From an optimization exercise on the open Yosys and OpenROAD flow, aimed at small area and a short achievable clock period; shortcuts taken in it are not production practice. Function was checked by simulation only, so behaviour that the tests miss may differ from the original.

<file path="design/flow/design.v">
module md_unit (
  input  logic        clk,
  input  logic        reset,
  input  logic        start,
  input  logic [2:0]  op,
  input  logic [31:0] a,
  input  logic [31:0] b,
  input  logic        mthi,
  input  logic        mtlo,
  output logic        busy,
  output logic        done,
  output logic [31:0] hi,
  output logic [31:0] lo
);
  localparam int RW = 35;   
  function automatic logic [RW-1:0] add_row(input logic [RW-1:0] x, input logic [RW-1:0] y,
                                            input logic c);
    logic [RW-1:0] g, p, gg, pp;
    logic [RW-1:0] s;
    g = x & y;
    p = x ^ y;
    gg = g;
    pp = p;
    gg[0] = g[0] | (p[0] & c);
    for (int d = 1; d < RW; d = d * 2)
      for (int i = 2 * d - 1; i < RW; i = i + 2 * d) begin
        gg[i] = gg[i] | (pp[i] & gg[i-d]);
        pp[i] = pp[i] & pp[i-d];
      end
    for (int d = 16; d >= 1; d = d / 2)
      for (int i = 3 * d - 1; i < RW; i = i + 2 * d) begin
        gg[i] = gg[i] | (pp[i] & gg[i-d]);
        pp[i] = pp[i] & pp[i-d];
      end
    s[0] = p[0] ^ c;
    for (int i = 1; i < RW; i++) s[i] = p[i] ^ gg[i-1];
    add_row = s;
  endfunction
  logic        busy_q, done_q;
  logic [3:0]  cnt_q;
  logic [2:0]  op_q;
  logic        a31_q;
  logic        bprev_q;
  logic [31:0] b_q;      
  logic [32:0] ph_q;     
  logic [31:0] pl_q;     
  logic [31:0] hi_q, lo_q;
  logic div_q, last_q, first_q, fin_q, zph_q, inv_q, acch_q, busy_o;
  wire is_div  = div_q;
  wire sgn     = ~op_q[0];
  wire is_acc  = op_q[2];
  wire is_sub  = op_q[2] & op_q[1];
  wire last    = last_q;
  wire first_d = first_q & div_q;
  wire fin_d   = fin_q;
  wire a_neg   = sgn & a31_q;
  wire b_neg   = sgn & b_q[31];
  wire b_zero  = (b_q == 32'd0);
  wire         neg_en = is_div & ((first_d & a_neg) | (last & (a_neg ^ b_neg) & ~b_zero));
  logic [31:0] neg_out;
  always_comb begin
    logic seen;
    seen = 1'b0;
    for (int i = 0; i < 32; i++) begin
      neg_out[i] = pl_q[i] ^ (neg_en & seen);
      seen = seen | pl_q[i];
    end
  end
  wire [33:0] mc    = {{2{sgn & b_q[31]}}, b_q};            
  wire [7:0]  chunk = last ? {8{sgn & a31_q}} : pl_q[7:0];
  wire [8:0]  xb    = {chunk, bprev_q};
  wire        inv_r = inv_q;
  wire        acc_h = acch_q;
  wire        zph   = zph_q;
  wire [32:0] phg   = ph_q & {33{~zph}};
  wire [RW-1:0] x0  = {{2{~is_div & phg[32]}}, phg} ^ {RW{inv_r}};
  logic [RW-1:0] y [4];
  logic [3:0]    cy;
  always_comb begin
    for (int k = 0; k < 4; k++) begin
      logic n, o, t;
      n = xb[2*k+2];
      o = xb[2*k+1] ^ xb[2*k];
      t = (xb[2*k+2] & ~xb[2*k+1] & ~xb[2*k]) | (~xb[2*k+2] & xb[2*k+1] & xb[2*k]);
      if (is_div) begin
        o = ~last;
        t = 1'b0;
        n = ~last & ~b_neg;
      end else begin
        n = n ^ is_sub;
        if (k == 1 && last) n = 1'b0;
      end
      y[k] = ({RW{o}} & {mc[33], mc}) | ({RW{t}} & {mc, 1'b0});
      if (k == 1) y[k] = y[k] | ({RW{acc_h}} & {3'd0, hi_q});
      y[k] = y[k] ^ {RW{n}};
      cy[k] = n;
    end
  end
  logic [RW-1:0] xr [4];
  logic [RW-1:0] sr [4];
  logic [3:0]    ge;
  logic [31:0]   sel3;
  always_comb begin
    xr[0] = x0;
    for (int k = 0; k < 4; k++) begin
      logic [31:0] selk;
      sr[k] = add_row(xr[k], y[k], cy[k] | ((k == 0) & inv_r));
      ge[k] = ~sr[k][RW-1];
      selk  = ge[k] ? sr[k][31:0] : xr[k][31:0];
      if (k < 3) begin
        if (last && k == 0)
          xr[k+1] = sr[k];
        else if (is_div)
          xr[k+1] = {2'b00, selk, pl_q[31-k]};
        else
          xr[k+1] = {{2{sr[k][RW-1]}}, sr[k][RW-1:2]};
      end else begin
        sel3 = selk;
      end
    end
  end
  always_ff @(posedge clk) begin
    last_q  <= busy_q & (cnt_q == 4'd2);
    fin_q   <= busy_q & div_q & (cnt_q == 4'd3);
    inv_q   <= busy_q & div_q & (cnt_q == 4'd2) & a_neg;
    acch_q  <= busy_q & ~div_q & (cnt_q == 4'd2) & is_acc;
    first_q <= ~busy_q;
    zph_q   <= ~busy_q & ~op[2] & ~op[1];
    if (!busy_q) begin
      div_q   <= (op[2:1] == 2'b01);
      op_q    <= op;
      cnt_q   <= (op[2:1] == 2'b01) ? 4'd10 : 4'd5;
      a31_q   <= a[31];
      bprev_q <= 1'b0;
      b_q     <= b;
      ph_q    <= {1'b0, lo_q};
      pl_q    <= a;
    end else begin
      cnt_q <= cnt_q - 4'd1;
      if (is_div) begin
        if (first_d) begin
          ph_q <= {32'd0, neg_out[31]};
          pl_q <= {neg_out[30:0], 1'b0};
        end else begin
          ph_q <= fin_d ? {1'b0, sel3} : {sel3, pl_q[28]};
          pl_q <= {pl_q[27:0], ge[0], ge[1], ge[2], ge[3]};
        end
      end else begin
        ph_q    <= sr[3][RW-1:2];
        pl_q    <= {sr[3][1:0], sr[2][1:0], sr[1][1:0], sr[0][1:0], pl_q[31:8]};
        bprev_q <= pl_q[7];
      end
    end
  end
  always_ff @(posedge clk or negedge reset) begin
    if (!reset) begin
      busy_q <= 1'b0;
      busy_o <= 1'b0;
      done_q <= 1'b0;
      hi_q   <= '0;
      lo_q   <= '0;
    end else begin
      done_q <= busy_q & last;
      if (!busy_q) begin
        busy_q <= start;
        busy_o <= start;
        if (!start) begin
          if (mthi) hi_q <= a;
          if (mtlo) lo_q <= a;
        end
      end else if (last) begin
        busy_q <= 1'b0;
        busy_o <= 1'b0;
        hi_q   <= sr[1][31:0];
        lo_q   <= neg_out;
      end
    end
  end
  assign busy = busy_o;
  assign done = done_q;
  assign hi   = hi_q;
  assign lo   = lo_q;
endmodule
</file>
<file path="design/flow/flow/run.sh">
#!/bin/bash
# Standard ORFS layout, with port buffers of a normal drive cell and timing repair that
# aims for setup slack beyond zero at the design's clock period (over-fixing only; the
# clock and constraints are unchanged).
set -euo pipefail
export SETUP_SLACK_MARGIN=${SETUP_SLACK_MARGIN_OVERRIDE:-63}
export BUFFER_PORTS_ARGS="-buffer_cell sky130_fd_sc_hd__buf_2"
bash standard.sh > standard.log 2>&1
</file>
<file path="design/flow/standard.sh">
#!/bin/bash
# synth_recipe.tcl (not shown) runs the flow's synth.tcl, then flattens the netlist and writes it again
# the make line also repeats each setting of config.mk as NAME=value (left out here)
make -C /OpenROAD-flow-scripts/flow DESIGN_CONFIG=/design/flow/config.mk WORK_HOME=/design/flow/orfs CLKGATE_MAP_FILE= SYNTH_SCRIPT=/design/flow/synth_recipe.tcl "${@:-finish}"
</file>
<file path="design/flow/config.mk">
export PLATFORM = sky130hd
export DESIGN_NAME = md_unit
export DESIGN_NICKNAME = md_unit
export VERILOG_FILES = /design/flow/design.v
export SDC_FILE = /design/flow/constraint.sdc
export NUM_CORES = 4
export LEC_CHECK = 0
export CAP_MARGIN = 20
export CORE_MARGIN = 2
export CORE_UTILIZATION = 40
export SLEW_MARGIN = 20
</file>
<file path="design/flow/constraint.sdc">
create_clock -name core_clock -period 80.0 [get_ports {clk}]
set_input_delay 16.0000 -clock core_clock [delete_from_list [all_inputs] [get_ports {clk}]]
set_output_delay 16.0000 -clock core_clock [all_outputs]
set_load 0.01 [all_outputs]
</file>
==> results of run 1 <==
worst max-delay path by stage:
stage / from / end / cells past startpoint
after floorplan: start / lo_q[20] / 5
after global placement: start / lo_q[21] / 6
after detailed placement: div_q / ph_q[24] / 64
after CTS: lo_q[3] / lo[3] / 1
after global routing: lo_q[3] / lo[3] / 1
final: lo_q[3] / lo[3] / 1
cells in the mapped netlist, types with 42 or more instances:
| cell | number |
|---|---|
| a22o_1 | 42 |
| clkbuf_1 | 138 |
| nor2_1 | 200 |
| dfrtp_1 | 67 |
| a22oi_1 | 73 |
| fa_1 | 68 |
| a21oi_1 | 194 |
| buf_1 | 45 |
| mux2i_1 | 49 |
| dfxtp_1 | 76 |
| xnor2_1 | 158 |
| o21ai_0 | 198 |
| a21o_1 | 56 |
| nand2_1 | 266 |
| inv_1 | 169 |
| xor2_1 | 122 |
| nor2b_1 | 49 |
| ha_1 | 131 |
repair_timing:
item                                    CTS  global route
hold endpoints to repair                  0             0
pin swaps                                 0             0
hold buffers                              0             0
endpoints found under the setup margin   99           100
gates resized for setup                  90            20
buffers inserted                         63             9
final cells by class:
type                       count  area [µm²]  share of cell area (%)
timing repair buffer         245        1800                    7.65
inverter                     172         648                    2.76
multi-input combinational   2082       15200                    64.6
clock inverter                15         214                   0.911
tap                          680         851                    3.62
antenna                        1        2.50                  0.0107
clock buffer                  17         425                    1.81
sequential                   180        4370                    18.6
cells by family after synthesis:
kind of cell | count (synthesis) | synth area share, %
XOR/XNOR | 280 | 11.8
multiplexers | 63 | 3.17
adder cells (fa/ha/maj) | 199 | 14.5
AND/OR/NAND/NOR | 682 | 15.2
buffers and inverters | 366 | 6.85
AO/OA/AOI/OAI | 858 | 27.6
flip-flops | 180 | 20.8
sequential cells by signal, indices dropped and copies added (netlist names), 3 cells and up:
signal	count
b_q	32
cnt_q	4
hi_q	32
lo_q	32
op_q	3
ph_q	33
pl_q	32
layer usage:
metal	global-route usage, %	part of all wire [%]
met2	52.5	44
met5	0	0
met3	8.88	10
met4	20.1	7.0
met1	42.0	39
through the flow:
stage | hold slack [ns] | worst slack [ns]
floorplan | 0.445 | 63.02
CTS | 0.490 | 62.86
global route | 0.512 | 62.86
global placement | 0.464 | 62.55
detailed placement | 0.475 | 62.49
finish | 0.485 | 62.87
==> flow_summary.yaml, run 1 <==
worst_setup_path:
  crit_path_max_fanout: 2
  crit_buf_inv: 1
  r2r_start: "last_q"
  crit_type: "reg -> out"
  cp_top_family: "flip-flops"
  end_kind: "output port"
  slowest_stage: "dfrtp_2"
  crit_path_max_incr_delay_ns: 0.48
  required_ns: 64.00
  rr_worst_depth: 63
  path_cells: "buf_6"
  crit_arrival_ns: 1.13
  rr_endpoint: "ph_q[24]"
  cp-start-kind: "flop"
  ff2ff_setup_slack_ns: 63.65
cells_and_area:
  final_core_util_pct: 45.9
  final_common_cell: "nand2_1"
  layout_common_cells: "nand2_1 (263), nor2_1 (195), o21ai_0 (194), a21oi_1 (190), inv_1 (168)"
  instances_no_fill: 3392
  drive_gt1_share_pct: 15.0
  fillCellCount: 5131
  area_growth_pct: 13.4
  finalNetCount: 2969
  final_area_um2: 23500
timing:
  setup_viol: 0
  hold_violations: 0
  worst_slew_pin_slew_ns: 1.19
  drv_slew: 0
  fin_tns_setup_ns: 0
  skew_ns: 0.0290
  period_minus_slack_ns: 17.13
  finalCritPeriodShare_pct: 21.4
  max_slew_margin_pct: 19.4
  timing.fmax_mhz: 58.4
  rsz0062_at_grt: "yes"
floorplanning:
  fp.dieH_um: 231
  initial_core_util_pct: 40.4
  core-area_um2: 51200
  num_io_pins: 138
  floorplan.die_area_um2: 53600
  chipWidth_um: 231
  core.rowCount: 83
detailed_routing:
  routed_via_density: 6.24
  wirelength_mm: 91.6
  wl_per_cell_um: 27.0
  via_count: 21200
  drt_iter0_markers: 2784
  remaining_drc_errors: 0
  drtPass1Iterations: 8
  ant_nets: 0
synth:
  syn-cell-area_um2: 20700
  synth_cells: 2628
  synth-async-reset-ratio_pct: 37.2
  synth-seq-cells: 180
  avgSynthCellArea_um2: 7.88
  synth_top_area_cell: "dfrtp_1"
  synthTopCellsByArea: "dfrtp_1 (8.1%), ha_1 (7.9%), dfxtp_1 (7.3%)"
  ys_types: 91
  syn-num-nets: 2899
  synth_ff_type: "dfxtp_1"
  ys_warn_count: 4
  seq_area_frac_synth_pct: 20.8
  synth_top_area_share_pct: 8.10
  synth-edff-count: 37
global_route:
  grt_pass1_vias: 20100
  gr-usage-all-layers_pct: 33.8
  grt-ovfl-total: 0
  antenna_found_initial: 0
  grt_max_degree: 121
  grt_pass1_wl_mm: 133
min_path:
  hold_start: "cnt_q[3]"
  whs_path_depth: 1
  hold_end: "fin_q"
  hold_class: "reg -> reg"
placement:
  dp.cells: 3287
  place.gp.congestion: 0.999
  hpwl_mm: 70.6
  io_buffers: 137
  placed_area_um2: 21900
clocking:
  cts_buffers: 17
  clock_latency_ns: 0.51
  cts_tree: "yes"
  clock_path_buffers: 2
  cts_root_buf: "clkbuf_16"
  cts-htree-levels: 4
  clkTransAtPathRegs_ns: 0.08
  cts.sinks: 180
outcome:
  status: "timing/DRC/antenna clean"
run:
  cap_violations: 0
==> run 2, diff against run 1 <==
==> design/flow/run.sh (new file) <==
#!/bin/bash
# synth_recipe.tcl (not shown) runs the flow's synth.tcl, then flattens the netlist and writes it again
# the make line also repeats each setting of config.mk as NAME=value (left out here)
make -C /OpenROAD-flow-scripts/flow DESIGN_CONFIG=/design/flow/config.mk WORK_HOME=/design/flow/orfs CLKGATE_MAP_FILE= SYNTH_SCRIPT=/design/flow/synth_recipe.tcl finish
removed: design/flow/flow/run.sh
removed: design/flow/standard.sh
==> flow_summary.yaml, run 2 <==
detailed_routing:
  routed_via_density: 6.27
  wirelength_mm: 93.1
  wl_per_cell_um: 28.0
  ant_nets: 0
  remaining_drc_errors: 0
  drtPass1Iterations: 7
  drt_iter0_markers: 2825
  via_count: 20800
synth:
  synthMostInstantiatedCell: "nand2_1"
  synthTopCellsByArea: "dfrtp_1 (8.1%), ha_1 (7.9%), dfxtp_1 (7.3%)"
  synth_top_area_share_pct: 8.10
  ys_warn_count: 4
  synth_ff_type: "dfxtp_1"
  synth-async-reset-ratio_pct: 37.2
  avgSynthCellArea_um2: 7.88
  syn-num-nets: 2899
  synthTopCellsByCount: "nand2_1 (266), nor2_1 (200), o21ai_0 (198)"
  synth-seq-cells: 180
  synth_top_area_cell: "dfrtp_1"
  synth_cells: 2628
  seq_area_frac_synth_pct: 20.8
  synth-edff-count: 37
  syn-cell-area_um2: 20700
  ys_types: 91
floorplanning:
  num_io_pins: 138
  fp.dieH_um: 231
  floorplan.die_area_um2: 53600
  core.rowCount: 83
  chipWidth_um: 231
  initial_core_util_pct: 40.4
  core-area_um2: 51200
worst_setup_path:
  cp_common_cell: "a21oi_1"
  rr_endpoint: "ph_q[24]"
  critPathCapture: "ph_q[24]"
  r2r_start: "div_q"
  ff2ff_setup_slack_ns: 61.72
  required_ns: 80.36
  end_kind: "flop"
  slowest_stage: "xor2_1"
  crit_type: "reg -> reg"
  crit_path_start: "div_q"
  crit_path_max_incr_delay_ns: 0.81
  crit_path_max_fanout: 57
  crit_arrival_ns: 18.64
  rr_worst_depth: 62
  cp-start-kind: "flop"
global_route:
  grt_pass1_vias: 20000
  gr-usage-all-layers_pct: 34.7
  grt-ovfl-total: 0
  grt_pass1_wl_mm: 135
  antenna_found_initial: 0
  grt_max_degree: 74
cells_and_area:
  regArea_um2: 4320
  largest_register: "ph_q"
  fillCellCount: 5142
  area_growth_pct: 12.1
  finalNetCount: 2901
  layout_common_cells: "nand2_1 (266), nor2_1 (196), o21ai_0 (196), a21oi_1 (191), inv_1 (168)"
  multi_input_area_um2: 15100
  largest_reg_flops: 33
  drive_gt1_share_pct: 5.68
  final_common_cell: "nand2_1"
clocking:
  cts_buffers: 17
  cts-htree-levels: 4
  clkTransAtPathRegs_ns: 0.09
  cts_root_buf: "clkbuf_16"
  cts_tree: "yes"
  cts_resized: 0
  clock_path_buffers: 2
  cts_hold_buffers: 0
  clock_latency_ns: 0.52
  post_cts_buffers: 0
  cts.sinks: 180
timing:
  worst_slew_pin_slew_ns: 1.09
  finalCritPeriodShare_pct: 22.8
  rsz0062_at_grt: "no"
  timing.fmax_mhz: 54.7
  period_minus_slack_ns: 18.28
  setup_viol: 0
  drv_slew: 0
  worst_slack_ns: 61.72
  hold_violations: 0
  max_slew_margin_pct: 26.7
  fin_tns_setup_ns: 0
  skew_ns: 0.0248
min_path:
  whs_path_depth: 1
  hold_class: "reg -> reg"
placement:
  place.gp.congestion: 1.01
  place_ws_ns: 62.14
  io_buffers: 137
  hpwl_mm: 72.3
run:
  cap_violations: 0
outcome:
  status: "timing/DRC/antenna clean"
run 2: cell counts after synthesis:
No cell type changed its count.
run 2: final cells by class:
type	count	share of cell area (%)
multi-input combinational	2082	65.1
sequential	180	18.6
timing repair buffer	177	7.18
tap	680	3.67
inverter	172	2.79
clock buffer	17	1.83
clock inverter	15	0.852
antenna	2	0.0216
run 2: per-stage QoR:
step                      hold WS (ns)  instance area (µm²)  utilization [%]  instances
final                            0.475                23200             45.3       3325
after global routing             0.502                23200             45.3       3323
after CTS                        0.475                23200             45.3       3323
after detailed placement         0.460                22600             44.1       3291
after global placement           0.464                22600             44.1       3291
after floorplan                  0.445                20700                -       2628
run 2: worst max-delay path, delay by kind of cell, from the launching register on:
family | cells | cell delay, ns
compound gates | 34 | 10.50
buf+inv | 6 | 2.30
simple gates | 13 | 1.91
fa+ha+maj | 6 | 1.68
xor+xnor | 2 | 1.03
flops | 1 | 0.46
mux | 1 | 0.13
run 2: logic make-up after synthesis:
| kind of cell | share of synthesized area [%] |
|---|---|
| multiplexers | 3.17 |
| buffers and inverters | 6.85 |
| XOR/XNOR | 11.8 |
| adder cells (fa/ha/maj) | 14.5 |
| AND/OR/NAND/NOR | 15.2 |
| AO/OA/AOI/OAI | 27.6 |
| flip-flops | 20.8 |
run 2: how the worst min path moves through the flow:
| stage | startpoint | end | slack (ns) |
|---|---|---|---|
| 2_1_floorplan | cnt_q[3] | fin_q | 0.44 |
| 6_report | cnt_q[3] | fin_q | 0.47 |
| 3_5_place_dp | cnt_q[3] | fin_q | 0.46 |
| 4_1_cts | cnt_q[3] | fin_q | 0.48 |
| 5_1_grt | cnt_q[3] | fin_q | 0.50 |
| 3_3_place_gp | cnt_q[3] | fin_q | 0.46 |
run 2: layer usage:
layer  GRT usage (%)  share of wire (%)
met1            44.6                 40
met5               0                  0
met4            24.2                7.8
met3            7.00                9.2
met2            52.0                 43

[static timing again, ports no longer ideal]
The results above use ideal ports. As a check the final layouts listed here were re-extracted and re-timed, cells and wires unchanged. Step 1: set_driving_cell puts a clkbuf_16 on clk and a buf_2 on each other input, an assumption about the parent block. Step 2 adds t to the input delays and takes it off the output delays; t is the mean of the earliest and latest rising clock arrival at the registers after step 1. Input paths then give back, and output paths get back, about the clock's delay inside the block. Slacks: no drivers / after step 1 / after step 2; pairs: no drivers / after step 1.
| run | t, ns | setup WS [ns] | worst setup path after step 2 |
|---|---|---|---|
| run 1 | 0.560 | 62.872 / 62.810 / 62.552 | input to register |
| run 2 | 0.567 | 61.722 / 61.722 / 61.722 | register to register |
After both steps setup and hold are still met in every run listed. The setup slack of run 1, which loses most, moves by -0.062 ns with the drivers and by -0.320 ns with both steps.
